Source: an optimization exercise on an open RTL-to-GDS flow (aim: small area, a short achievable clock period and few clock cycles per item). Production flows keep margins and buffers that such runs may drop. Where RTL was checked, it was by simulation tests only, not by an equivalence proof against the original. No functional check of the RTL was part of run 2. Power is estimated from default activity; no workload was simulated.

==> flow/design.v (outline; a module is shown in full before it is edited, if it fits) <==
// module fu_controller: 61 lines
// module operand_skew: 38 lines
// module pe_array: 2498 lines
// module leaky_relu_stage: 12 lines
// module maxpool_stage: 102 lines
// module conv_engine: 124 lines
module conv_engine (
	input  wire                                 clk,
	input  wire                                 rst_n,
	input  wire                                 start,
	input  wire [1:0]                           op,
	input  wire                                 in_valid,
	output logic                                in_ready,
	input  wire [4*16-1:0]       in_ifm,
	input  wire [4*16-1:0]       in_wgt,
	input  wire                                 in_last,
	output logic                                out_valid,
	input  wire                                 out_ready,
	output logic [4*16-1:0]      out_data,
	output logic                                out_last,
	output logic                                done
);
  // ...
==> flow/flow/run.sh <==
#!/bin/bash
set -euo pipefail
M=6.75
sed -e "s/SETUP_SLACK_MARGIN=[0-9.]*/SETUP_SLACK_MARGIN=$M/" \
    -e "s/\"\${@:-finish}\"/BUFFER_PORTS_ARGS='-buffer_cell sky130_fd_sc_hd__buf_1' \"\${@:-finish}\"/" \
    standard.sh > standard_tuned.sh
grep -q "SETUP_SLACK_MARGIN=$M" standard_tuned.sh
grep -q "BUFFER_PORTS_ARGS" standard_tuned.sh
bash standard_tuned.sh > standard.log 2>&1
==> flow/standard.sh <==
#!/bin/bash
# synth_recipe.tcl (not shown) runs the flow's synth.tcl, then flattens the netlist and writes it again
# the make line also repeats each setting of config.mk as NAME=value (left out here)
make -C /OpenROAD-flow-scripts/flow DESIGN_CONFIG=/design/flow/config.mk WORK_HOME=/design/flow/orfs CLKGATE_MAP_FILE= SYNTH_SCRIPT=/design/flow/synth_recipe.tcl "${@:-finish}"
==> flow/config.mk <==
export PLATFORM = sky130hd
export DESIGN_NAME = conv_engine
export DESIGN_NICKNAME = conv_engine
export VERILOG_FILES = /design/flow/design.v
export SDC_FILE = /design/flow/constraint.sdc
export NUM_CORES = 4
export LEC_CHECK = 0
export CAP_MARGIN = 20
export CORE_MARGIN = 2
export CORE_UTILIZATION = 66
export CTS_CLUSTER_DIAMETER = 120
export CTS_CLUSTER_SIZE = 24
export SETUP_SLACK_MARGIN = 5
export SLEW_MARGIN = 20
==> flow/constraint.sdc <==
create_clock -name core_clock -period 10.0 [get_ports {clk}]
set_input_delay 2.0000 -clock core_clock [delete_from_list [all_inputs] [get_ports {clk}]]
set_output_delay 2.0000 -clock core_clock [all_outputs]
set_load 0.01 [all_outputs]
==> summary.txt, run 1 <==
worst hold path class=flop to flop; post-layout minimum cycle time=3270 ps; fin cells=between 5k and 6k; Worst Skew=26.8 ps; IO Pins=just over 200; clk pwr=roughly 1.4 mW; Max Transition Viols Final=0; sequential share of cell area=0.296; met1 Usage GRT=0.494; DR WL met2=49.0 mm; RSZ-0062 raised after global routing=yes; status=finished clean; Max-slew headroom=0.300; Antenna Nets Post-Route=0; Ys Warns=6; Internal=8.80 mW; Core Area=0.0631 mm^2; clk tree area frac=0.0183; count leader, synth=dfxtp_1; met3 Use GR=0.0781; hold path cells=0; standard-cell row count=92; CTS Root Cell=clkbuf_16; post-synthesis compound-gate area fraction=0.152; WS Path Type=flop to flop
Testbench counts, summed over its fixed seeds: cycles 14,572, tiles 384.
==> module maxpool_stage, before the edit <==
module maxpool_stage (
	input  wire                                  clk,
	input  wire                                  rst_n,
	input  wire                                  start,
	input  wire                                  busy,
	input  wire [1:0]                            op,
	input  wire [1:0]                            row_id,
	input  wire                                  row_final,
	input  wire [4-1:0][16-1:0]   row_data,
	output logic                                 out_valid,
	input  wire                                  out_ready,
	output logic [4-1:0][16-1:0]  out_data,
	output logic                                 out_last,
	output logic                                 done
);
	logic                                 pool_on;
	logic                                 leaky_on;
	logic [1:0]                           word_q;
	logic                                 sent_q;
	logic                                 ev_fin_q;
	logic [1:0][16-1:0]           ev_q;
	logic [1:0][16-1:0]           evl_q;
	logic [4-1:0][16-1:0]  row_act;
	logic [4-1:0][16-1:0]  word;
	logic                                 word_ok;
	logic                                 load;
	function automatic logic gt(input logic [16-1:0] a, input logic [16-1:0] b);
		logic [16-1:0] ua;
		logic [16-1:0] nb;
		logic                  cy;
		ua = {~a[16-1], a[16-2:0]};
		nb = ~{~b[16-1], b[16-2:0]};
		cy = 1'b0;
		for (int i = 0; i < 16; i++) begin
			cy = (ua[i] & nb[i]) | ((ua[i] | nb[i]) & cy);
		end
		gt = cy;
	endfunction
	assign pool_on = (op == 2'd2);
	assign leaky_on = (op == 2'd1) || (op == 2'd2);
	for (genvar c = 0; c < 4; c++) begin : g_act
		leaky_relu_stage u_act (.on(leaky_on), .x(row_data[c]), .y(row_act[c]));
	end
	always_comb begin
		word = row_act;
		if (pool_on) begin
			word = '0;
			for (int j = 0; j < 2; j++) begin
				if (gt(ev_q[j], row_data[2*j]) && gt(ev_q[j], row_data[2*j+1])) begin
					word[j] = evl_q[j];
				end else if (gt(row_data[2*j+1], row_data[2*j])) begin
					word[j] = row_act[2*j+1];
				end else begin
					word[j] = row_act[2*j];
				end
			end
		end
	end
	assign word_ok = busy && !sent_q && row_final &&
		(pool_on ? (row_id == {word_q[0], 1'b1}) && ev_fin_q : (row_id == word_q));
	assign load = word_ok && (!out_valid || out_ready);
	always_ff @(posedge clk) begin
		for (int j = 0; j < 2; j++) begin
			if (gt(row_data[2*j+1], row_data[2*j])) begin
				ev_q[j] <= row_data[2*j+1];
				evl_q[j] <= row_act[2*j+1];
			end else begin
				ev_q[j] <= row_data[2*j];
				evl_q[j] <= row_act[2*j];
			end
		end
		if (load) begin
			out_data <= word;
		end
	end
	always_ff @(posedge clk or negedge rst_n) begin
		if (!rst_n) begin
			ev_fin_q <= 1'b0;
			word_q <= '0;
			sent_q <= 1'b0;
			out_valid <= 1'b0;
			out_last <= 1'b0;
			done <= 1'b0;
		end else begin
			ev_fin_q <= row_final;
			done <= out_valid && out_ready && out_last;
			if (start) begin
				word_q <= '0;
				sent_q <= 1'b0;
			end else if (load) begin
				word_q <= word_q + 1'b1;
				sent_q <= pool_on ? word_q[0] : (word_q == 2'd3);
			end
			if (load) begin
				out_valid <= 1'b1;
				out_last <= pool_on ? word_q[0] : (word_q == 2'd3);
			end else if (out_ready) begin
				out_valid <= 1'b0;
			end
		end
	end
endmodule
==> module conv_engine, before the edit <==
module conv_engine (
	input  wire                                 clk,
	input  wire                                 rst_n,
	input  wire                                 start,
	input  wire [1:0]                           op,
	input  wire                                 in_valid,
	output logic                                in_ready,
	input  wire [4*16-1:0]       in_ifm,
	input  wire [4*16-1:0]       in_wgt,
	input  wire                                 in_last,
	output logic                                out_valid,
	input  wire                                 out_ready,
	output logic [4*16-1:0]      out_data,
	output logic                                out_last,
	output logic                                done
);
	localparam int N = 4;
	localparam int W = 16;
	logic [1:0]               row;
	logic                     take;
	logic                     take_last;
	logic [1:0]               cur_op;
	logic                     busy;
	logic                     clear;
	logic [7:0]               one_q;
	logic [7:0]               two_q;
	logic [7:0]               neg_q;
	logic [N-1:0][W-1:0]      y_q;
	logic                     last_q;
	logic [N-1:0][W-1:0]      s_hi;
	logic [N-1:0][W-1:0]      c_hi;
	logic [N-1:0]             c9;
	logic [N-1:0][W-1:0]      s_q;
	logic [N-1:0][W-1:0]      c_q;
	logic [N-1:0]             c9_q;
	logic                     plast_q;
	logic [N-1:0][W-1:0]      ring [N];
	logic [N-1:0]             fin_q;
	logic [1:0]               head_row;
	logic [1:0]               tail_row;
	fu_controller u_controller (
		.clk       (clk),
		.rst_n     (rst_n),
		.start     (start),
		.op        (op),
		.in_valid  (in_valid),
		.in_last   (in_last),
		.in_ready  (in_ready),
		.done      (done),
		.row       (row),
		.take      (take),
		.take_last (take_last),
		.cur_op    (cur_op),
		.busy      (busy),
		.clear     (clear)
	);
	operand_skew u_operands (
		.clk       (clk),
		.rst_n     (rst_n),
		.row       (row),
		.take      (take),
		.take_last (take_last),
		.ifm       (in_ifm),
		.wgt       (in_wgt),
		.one_q     (one_q),
		.two_q     (two_q),
		.neg_q     (neg_q),
		.y_q       (y_q),
		.last_q    (last_q)
	);
	pe_array u_mul (
		.b_one   (one_q),
		.b_two   (two_q),
		.b_neg   (neg_q),
		.y       (y_q),
		.s_hi    (s_hi),
		.c_hi    (c_hi),
		.c9      (c9)
	);
	always_ff @(posedge clk) begin
		s_q <= s_hi;
		c_q <= c_hi;
		c9_q <= c9;
	end
	assign head_row = row - 2'd2;
	assign tail_row = row - 2'd3;
	always_ff @(posedge clk) begin
		for (int c = 0; c < N; c++) begin
			ring[N-1][c] <= ring[0][c] + s_q[c] + c_q[c] + W'(c9_q[c]);
		end
		for (int r = 0; r < N - 2; r++) begin
			ring[r+1] <= ring[r+2];
		end
		ring[0] <= clear ? '0 : ring[1];
	end
	always_ff @(posedge clk or negedge rst_n) begin
		if (!rst_n) begin
			plast_q <= 1'b0;
			fin_q <= '0;
		end else begin
			plast_q <= last_q;
			if (start) begin
				fin_q <= '0;
			end else if (plast_q) begin
				fin_q[head_row] <= 1'b1;
			end
		end
	end
	maxpool_stage u_out (
		.clk       (clk),
		.rst_n     (rst_n),
		.start     (start),
		.busy      (busy),
		.op        (cur_op),
		.row_id    (tail_row),
		.row_final (fin_q[tail_row]),
		.row_data  (ring[N-1]),
		.out_valid (out_valid),
		.out_ready (out_ready),
		.out_data  (out_data),
		.out_last  (out_last),
		.done      (done)
	);
endmodule
==> run 2, diff against run 1 <==
--- a/flow/design.v
+++ b/flow/design.v
@@ -2646,2 +2646,3 @@
 	input  wire                                  row_final,
+	input  wire [4-1:0][16-1:0]   prev_data,
 	input  wire [4-1:0][16-1:0]   row_data,
@@ -2659,2 +2660,3 @@
 	logic [1:0][16-1:0]           ev_q;
+	logic [1:0]                           evsel_q;
 	logic [1:0][16-1:0]           evl_q;
@@ -2681,2 +2683,5 @@
 	end
+	for (genvar j = 0; j < 2; j++) begin : g_ev
+		assign ev_q[j] = evsel_q[j] ? prev_data[2*j+1] : prev_data[2*j];
+	end
 	always_comb begin
@@ -2701,9 +2706,4 @@
 		for (int j = 0; j < 2; j++) begin
-			if (gt(row_data[2*j+1], row_data[2*j])) begin
-				ev_q[j] <= row_data[2*j+1];
-				evl_q[j] <= row_act[2*j+1];
-			end else begin
-				ev_q[j] <= row_data[2*j];
-				evl_q[j] <= row_act[2*j];
-			end
+			evsel_q[j] <= gt(row_data[2*j+1], row_data[2*j]);
+			evl_q[j] <= gt(row_data[2*j+1], row_data[2*j]) ? row_act[2*j+1] : row_act[2*j];
 		end
@@ -2859,2 +2859,3 @@
 		.row_final (fin_q[tail_row]),
+		.prev_data (ring[N-2]),
 		.row_data  (ring[N-1]),
--- a/flow/flow/run.sh
+++ b/flow/flow/run.sh
@@ -2,3 +2,3 @@
 set -euo pipefail
-M=6.75
+M=6.65
 sed -e "s/SETUP_SLACK_MARGIN=[0-9.]*/SETUP_SLACK_MARGIN=$M/" \
--- a/flow/config.mk
+++ b/flow/config.mk
@@ -9,3 +9,3 @@
 export CORE_MARGIN = 2
-export CORE_UTILIZATION = 66
+export CORE_UTILIZATION = 60
 export CTS_CLUSTER_DIAMETER = 120
==> run 2 against run 1 <==
Net effect: hold slack improved by 12 ps; critical path depth increased by 7; power increased by 13%; count of clock-buffer cells in the layout increased by 1; clock power about the same; core utilization decreased by 2.8 points; sequential share of layout area decreased by 1.9 points; combinational power increased by about 20%; non-clock buffer count increased by 136; register-to-register slack got worse by 390 ps; die area increased by 7.0%; critical endpoint is now ring[3][58]$_DFF_P_.
==> summary.txt, run 2 <==
status=finished clean; EDFF count, synth=64; Worst EP required=10590 ps; FF-to-FF Start=s_q[48]$_DFF_P_; Die ar.=0.0705 mm^2; most common cell after layout, fill and taps aside=a22oi_1; Synth Flop Type=dfxtp_1; Synth area leader=dfxtp_1; final total power=18.3 mW; Post-route DRC=0; RSZ-0062 raised after global routing=yes; Worst setup SP type=flop; flop2flop setup slack=around 6300 ps; Post-synth top cells=dfxtp_1, a22oi_1, inv_1, fa_1, xnor2_1; Avg Cell Area, Syn=10.2 um^2; clk buf depth=3; total CTS buffers=30; Die Wd=~270 um; number of port buffers=roughly 200; Ys Warns=6 (unchanged); Internal=9.95 mW (+13%); min-delay src=ring[2][30]$_DFF_P_; cell leakage power=19.2 nW; H-tree depth=1; IO Pins=204 (unchanged); post-layout minimum cycle time=3660 ps (+388 ps); synth top area cells=dfxtp_1, fa_1, a22oi_1; hold path cells=0 (unchanged); number of global-route vias before repair=approximately 32k; Worst Skew=30.6 ps (+3.78 ps); Final nets=about 5k; standard-cell row count=95 (+3.3%); routed length per instance=24.5 um; Sink Count=600; Initial DRC Count=3467; detailed placer's ending HPWL=between 70 and 80 mm; Die Y-Extent=265 um; Max Transition Viols Final=0 (unchanged); final WL=approximately 130 mm; Slew @ Worst Pin=1110 ps; #FFs+latches synth=600; TNS Setup=0 ps; detailed-route via count=31.3k; endpoints failing setup=0; Clk pwr share=0.077; Area Overhead vs Synth=14.4%; Worst Path Max Fanout=2; combinational share of power=0.675; count leader, synth=dfxtp_1; Largest Register=ring; Post-Synthesis Cells=between 4k and 5k; share of cells above drive strength 1=0.154; Syn Nets=~4.7k; Total GRT Usage=0.343; n_diodes=0; Reg2Reg Depth=21; Antenna Nets Post-Route=0 (unchanged); Fmax achieved=273 MHz; initial antenna violation count=9; CP startpoint=s_q[48]$_DFF_P_; most frequent cells in the layout=a22oi_1, inv_1, dfxtp_1; sequential-to-total area share from yosys stat=0.312; number of flip-flops in the largest register=approximately 260; WHS Endpoint=ring[1][30]$_DFF_P_; final cycle utilization of the critical path=0.366; VDD IR max=236 uV; CTS tree=built; Core Area=0.0674 mm^2 (+6.8%); initial core utilization=0.608; largest net degree at the start of global routing=69; WS Path Type=flop to flop; fin cells=5105 (+0.91%); ys async rst share=0.0433; Synth cell types=84; worst hold path class=flop to flop; CP arrival=about 4300 ps; GR Overflow Total=0; Max Cap Viol=0; drt pass-1 iters=8; Max-slew headroom=0.257 (-0.0430); Psw=8.37 mW; dpl cell area=0.0421 mm^2; Worst Setup End Kind=flop; Fin. Hold Viols=0; Cell Pwr Density=between 300 and 400 mW/mm^2; synthesized cell area=approximately 0.04 mm^2; part of the power in registers=0.248; share of the synthesized area in the top cell type=0.249; Placer Congestion=0.908; placed cell count=roughly 4.8k; r2r endpoint=ring[3][58]$_DFF_P_; CTS Root Cell=clkbuf_16; worst-skew pair later-pin latency=650 ps; DR vias/cell=6.14; first-pass GRT wire length=188 mm; Worst-path clk slew=100 ps; Sw Ratio=0.457; Finished Cell Area=0.0469 mm^2
==> run 2: cell count changes in the layout (fill, tap and decap cells not counted), sizes merged, moves of 22 or more <==
| cell | change |
|---|---|
| nor2b | -30 |
| a21oi | +40 |
| nand3 | -22 |
| dfxtp | -28 |
| mux2i | +58 |
| buf | +142 |
==> run 2: worst max-delay path: stages (launching register included) <==
cell and delay (ps):
dfxtp_2 350, fa_1 560, ha_2 200, inv_2 40, fa_2 380, nor2b_4 150
o21ai_4 90, a21boi_4 200, o21ai_2 90, a21boi_2 200, o21ai_2 90, a21boi_2 190
o21ai_2 100, buf_4 140, buf_4 120, buf_4 120, buf_4 120, buf_4 120
buf_4 120, nand2_1 70, nor2_1 60, nor2_1 100
==> run 2: kinds of logic (layout without fill, tap and decap cells) <==
logic type,after synthesis,count (layout),share of synthesized area
AOI/OAI and AO/OA,888,889,0.149
and+or+nand+nor,470,471,0.0549
xor gates and xnor gates,591,591,0.126
adders and majority gates,621,621,0.256
DFF,600,600,0.312
buffers and inverters,747,949,0.0691
muxes,111,111,0.0333
==> run 2: worst max-delay path by stage <==
stage / end / slack [ps] / cells after the start
after floorplan: u_out.out_last$_DFFE_PN0P_ / 6250 / 3
after global placement: u_out.out_data[3]$_DFFE_PP_ / 5790 / 13
after detailed placement: u_out.out_data[5]$_DFFE_PP_ / 5590 / 13
after CTS: ring[3][62]$_DFF_P_ / 6420 / 17
after global routing: ring[3][58]$_DFF_P_ / 6220 / 21
final: ring[3][58]$_DFF_P_ / 6340 / 21
==> run 2: metal layers <==
layer | track usage | part of all wire | up-vias
met4 | 0.113 | 0.031 | 8
met2 | 0.525 | 0.44 | 1774
met1 | 0.480 | 0.42 | 15400
met5 | 0 | 0.00044 | -
met3 | 0.0842 | 0.10 | 292
li1 | - | - | 13900
==> run 2: layout make-up <==
class / count / area (um^2)
multi-input cells: 2683 / 26500
fillers: 5016 / 20500
flip-flops and latches: 600 / 13000
repair buffers: 463 / 3770
inverters: 442 / 1690
well taps: 873 / 1090
clock buffers: 41 / 845
clock inverters: 3 / 43.8
==> run 2: repair_timing <==
action,in CTS,in global routing
gates resized for setup,234,269
hold buffers,0,0
gates cloned,10,1
pin swaps,91,154
setup endpoints to repair,258,158
setup buffers,173,48
==> run 2: per-stage QoR <==
step / hold slack, ps / util / setup WS, ps
6_report: 340 / 0.696 / 6340
5_1_grt: 364 / 0.696 / 6220
4_1_cts: 348 / 0.676 / 6420
3_5_place_dp: 341 / 0.624 / 5590
3_3_place_gp: 339 / 0.624 / 5790
2_1_floorplan: 326 / - / 6250
==> run 2: power groups by stage <==
stage / Sequential [mW] / Clock [mW] / Combinational [mW]
after floorplan: 3.98 / 0 / 7.27
after global placement: 4.59 / 0 / 9.12
after detailed placement: 4.60 / 0 / 9.51
after CTS: 4.51 / 1.42 / 11.1
after global routing: 4.61 / 1.50 / 13.6
final: 4.54 / 1.40 / 12.4

-- port drivers added, routing unchanged --
How much do the figures lean on ideal ports? The routed layouts below were timed once more, with nothing changed but the port constraints. Step 1 sets driving cells, clkbuf_16 on the clock port and buf_2 on the other inputs (assumed; they add their load-dependent delay and slew). Step 2 adds t to the input delays and takes it off the output delays; t is the mean of the earliest and latest rising clock arrival at the registers after step 1. Input paths then give back, and output paths get back, about the clock's delay inside the block. Three values: no drivers, after step 1, after step 2; two values: the first two.
run	shift t [ns]	setup slack, ns	worst setup path after step 2	worst data-port slew with drivers (ns)	pins driven straight from the clock port
run 1	0.694	6.728 / 6.728 / 6.690	input to register	0.06	1
run 2	0.704	6.340 / 6.340 / 6.340	register to register	0.04	1
After both steps setup and hold are still met in every run listed. The setup slack of run 1, which loses most, moves by 0.000 ns with the drivers and by -0.038 ns with both steps.
